Context: an optimization exercise on an open-source flow, tuned for small area, a short achievable clock period and few clock cycles per item. The choices shown serve that exercise and are no tape-out recipe. Only simulation tests tie the RTL to the original design; equivalence was not proved.

## the reference run
## tcp_rto_estimator_core
module tcp_rto_estimator_core #(
  parameter int TIME_BITS = 24,
  parameter int FRAC_BITS = 8
) (
  input  logic                                   clk,
  input  logic                                   rst_n,
  input  logic                                   in_tvalid,
  output logic                                   in_tready,
  input  logic [tcprto_pkg::IN_DATA_W-1:0]       in_tdata,
  output logic                                   out_tvalid,
  input  logic                                   out_tready,
  output logic [tcprto_pkg::OUT_DATA_W-1:0]      out_tdata,
  input  logic                                   cfg_valid,
  output logic                                   cfg_ready,
  input  logic [tcprto_pkg::CFG_IDX_W-1:0]       cfg_index,
  input  logic [tcprto_pkg::CFG_DATA_W-1:0]      cfg_data
);
  localparam int TW = tcprto_pkg::TICK_W;
  localparam int SW = tcprto_pkg::STATE_W;
  localparam logic [SW-1:0] STATE_INIT =
    SW'(tcprto_pkg::STATE_INIT_TICKS) << FRAC_BITS;
  logic [tcprto_pkg::SHIFT_W-1:0] alpha_r;
  logic [tcprto_pkg::SHIFT_W-1:0] beta_r;
  logic [TW-1:0]                  gran_r;
  logic [TW-1:0]                  limit_r;
  assign cfg_ready = 1'b1;
  always_ff @(posedge clk) begin
    if (!rst_n) begin
      alpha_r <= tcprto_pkg::ALPHA_SHIFT_RST;
      beta_r  <= tcprto_pkg::BETA_SHIFT_RST;
      gran_r  <= tcprto_pkg::CLOCK_GRAN_RST;
      limit_r <= tcprto_pkg::RTO_LIMIT_RST;
    end else if (cfg_valid) begin
      case (cfg_index)
        tcprto_pkg::REG_ALPHA_SHIFT: alpha_r <= cfg_data[tcprto_pkg::SHIFT_W-1:0];
        tcprto_pkg::REG_BETA_SHIFT:  beta_r  <= cfg_data[tcprto_pkg::SHIFT_W-1:0];
        tcprto_pkg::REG_CLOCK_GRAN:  gran_r  <= cfg_data[TW-1:0];
        default:                     limit_r <= cfg_data[TW-1:0];
      endcase
    end
  end
  logic v0_r, v1_r, v2_r, v3_r, skid_v_r, rdy_r;
  logic adv, in_fire;
  assign adv       = !v3_r || out_tready;
  assign in_fire   = in_tvalid && rdy_r;
  assign in_tready = rdy_r;
  ...
Size in the first run: ~3,100 cells after synthesis, roughly 320 flip-flops, ~180 I/O pins, ~28,000 um2 of cells after synthesis.
clock: 16.0 ns
lec_check: 0
cap_margin: 20
core_margin: 2
core_utilization: 40
slew_margin: 20
standard.sh (not shown) runs the stock make flow with config.mk's settings and CLKGATE_MAP_FILE= SYNTH_SCRIPT=/design/flow/synth_recipe.tcl, a recipe that flattens the netlist after the stock synthesis.
==> flow/flow/run.sh <==
#!/bin/bash
# standard layout, with the resizer aiming for setup slack well above zero
bash standard.sh SETUP_SLACK_MARGIN=11.5 finish > standard_flow.log 2>&1
Testbench counts of the reference run, summed over its fixed seeds: cycles 24,032, items 24,000.
[inputs] the trial run vs the reference run
==> flow/run.sh (new file) <==
#!/bin/bash
# synth_recipe.tcl (not shown) runs the flow's synth.tcl, then flattens the netlist and writes it again
# the make line also repeats each setting of config.mk as NAME=value (left out here)
make -C /OpenROAD-flow-scripts/flow DESIGN_CONFIG=/design/flow/config.mk WORK_HOME=/design/flow/orfs CLKGATE_MAP_FILE= SYNTH_SCRIPT=/design/flow/synth_recipe.tcl finish
removed: flow/flow/run.sh
removed: flow/standard.sh
==> comparison <==
Total wire length: the trial run lower than the reference run. The trial run against the reference run: cell area shrank by about 11%; post-place setup slack shrank by 0.088 ns. A standard cell with the maximum stage delay on the critical path of sky130_fd_sc_hd__or4_1 is what the trial run shows, while sky130_fd_sc_hd__or4_4 belongs to the reference run. The reference run → the trial run: worst hold slack did not really move.


## v3
tcp_rto_estimator_core, a different RTL version from the one above (not shown whole).
For scale: roughly 3100 cells after synthesis, ~30000 um^2 of cells after synthesis.
==> flow/design.v (excerpt) <==
module tcp_rto_estimator_core #(
  parameter int TIME_BITS = 24,
  parameter int FRAC_BITS = 8
) (
  input  logic                                   clk,
  input  logic                                   rst_n,
  input  logic                                   in_tvalid,
  output logic                                   in_tready,
  input  logic [tcprto_pkg::IN_DATA_W-1:0]       in_tdata,
  output logic                                   out_tvalid,
  input  logic                                   out_tready,
  output logic [tcprto_pkg::OUT_DATA_W-1:0]      out_tdata,
  input  logic                                   cfg_valid,
  output logic                                   cfg_ready,
  input  logic [tcprto_pkg::CFG_IDX_W-1:0]       cfg_index,
  input  logic [tcprto_pkg::CFG_DATA_W-1:0]      cfg_data
);
clock: 16.0 ns
lec_check: 0
cap_margin: 20
core_margin: 2
core_utilization: 40
slew_margin: 20
==> flow/flow/run.sh <==
#!/bin/bash
# standard layout, with the resizer aiming for setup slack well above zero
bash standard.sh SETUP_SLACK_MARGIN=11.2 finish > standard_flow.log 2>&1
v3 ran to completion and came out clean on the timing, design-rule and antenna checks.
Testbench counts of v3, summed over its fixed seeds: cycles 24,040, items 24,000.
Here is what was changed in the inputs of v6 compared with v3.
- ABC_AREA: unset -> 1
==> flow/flow/run.sh <==
#!/bin/bash
# standard layout; the resizer aims for setup slack well above zero, and the
# port buffers are the smallest plain buffer
bash standard.sh SETUP_SLACK_MARGIN=11.5 BUFFER_PORTS_ARGS="-buffer_cell sky130_fd_sc_hd__buf_1" finish > standard_flow.log 2>&1
### Flow results
v6: no failed stages, no open violations at the end
What v6 reported for met3 routed wirelength has to be multiplied by 0.869 to get the figure for v3.
v6 against v3: wire length of the first global-routing pass moved up; mean instance size in the synthesized netlist moved down; post-synthesis to final-layout area growth moved down.
v6 ended up with met5 as its top routing layer in use; v3 ended up with met4.
Die area, v6 vs v3: up by a little under 10%
Relative to v3, design area has increased by 1.3% in v6.
On basic-gate share of the synthesized area counting and, or, nand and nor cells, the higher figure sits with v6, not v3.
Looking at width of the die, v6 sits about 3.6% higher than v3 does.
Worst hold slack (lower): v6
Comparing global-route usage for v6 and v3, the bigger number came from v6.
What v20 does differently from v6 at the input level:
- a deleted ABC_AREA that had been 1
==> flow/flow/run.sh <==
#!/bin/bash
# standard layout; the resizer aims for setup slack well above zero, and the
# port buffers are the smallest plain buffer
bash standard.sh SETUP_SLACK_MARGIN=11.2 BUFFER_PORTS_ARGS="-buffer_cell sky130_fd_sc_hd__buf_1" finish > standard_flow.log 2>&1
## What came out
v20 ran to completion and came out clean on the timing, design-rule and antenna checks. v20 vs. v6: number of multi-input combinational cells in the layout went down by about 27%. v20 against v6: mapped cell area has decreased, post-CTS setup-driven buffer insertion count climbed 21, non-clock buffer count up 49.
diff inputs: v20 => v14
==> flow/flow/run.sh <==
#!/bin/bash
# standard layout; the resizer aims for setup slack well above zero, and the
# port buffers are the smallest plain buffer
bash standard.sh SETUP_SLACK_MARGIN=11.4 BUFFER_PORTS_ARGS="-buffer_cell sky130_fd_sc_hd__buf_1" finish > standard_flow.log 2>&1
Notes after the runs:
Per-cell via count in the routed design, v14 and v20: lower on v14
v14 vs. v20: die area ~0 delta; routed wire length +about 0.47%; post-route cell area +0.52%.
Compared v14 against v20; final cell count within noise.
When the final numbers for v14 and v20 were put side by side, the final critical path time including I/O delays and setup turned out to be greater in v14.
Utilization v20 -> v14: up
Compared with v20, in v14 number of placement rows has remained practically unchanged; post-synthesis net count has remained practically unchanged.

==> static timing again, ports no longer ideal <==
The results above use ideal ports. As a check the final layouts listed here were re-extracted and re-timed, cells and wires unchanged.
Step 1, drivers: a clkbuf_16 drives clk and a buf_2 each remaining input, both assumed.
Step 2 also shifts input and output timing later by t, the mid clock arrival at the registers, as if the neighbouring blocks saw the same clock.
a / b / c = no drivers / after step 1 / after step 2; a / b = the first two.
| run | shift t [ns] | setup slack, ns | worst register clock-pin slew, ns | worst data-port slew with drivers (ns) | pins driven straight from the clock port |
|---|---|---|---|---|---|
| the reference run | 0.622 | 10.674 / 10.674 / 10.674 | 0.07 / 0.07 | 0.05 | 1 |
| the trial run | 0.624 | 9.439 / 9.439 / 9.439 | 0.07 / 0.07 | 0.06 | 1 |
| v3 | 0.642 | 11.225 / 11.165 / 10.680 | 0.06 / 0.06 | 0.06 | 1 |
| v6 | 0.663 | 11.490 / 11.428 / 11.014 | 0.07 / 0.07 | 0.11 | 1 |
| v20 | 0.646 | 11.320 / 11.320 / 10.783 | 0.07 / 0.07 | 0.07 | 1 |
| v14 | 0.659 | 11.289 / 11.289 / 10.984 | 0.07 / 0.07 | 0.08 | 1 |
After both steps setup and hold are still met in every run listed. The setup slack of v3, which loses most, moves by -0.060 ns with the drivers and by -0.545 ns with both steps.
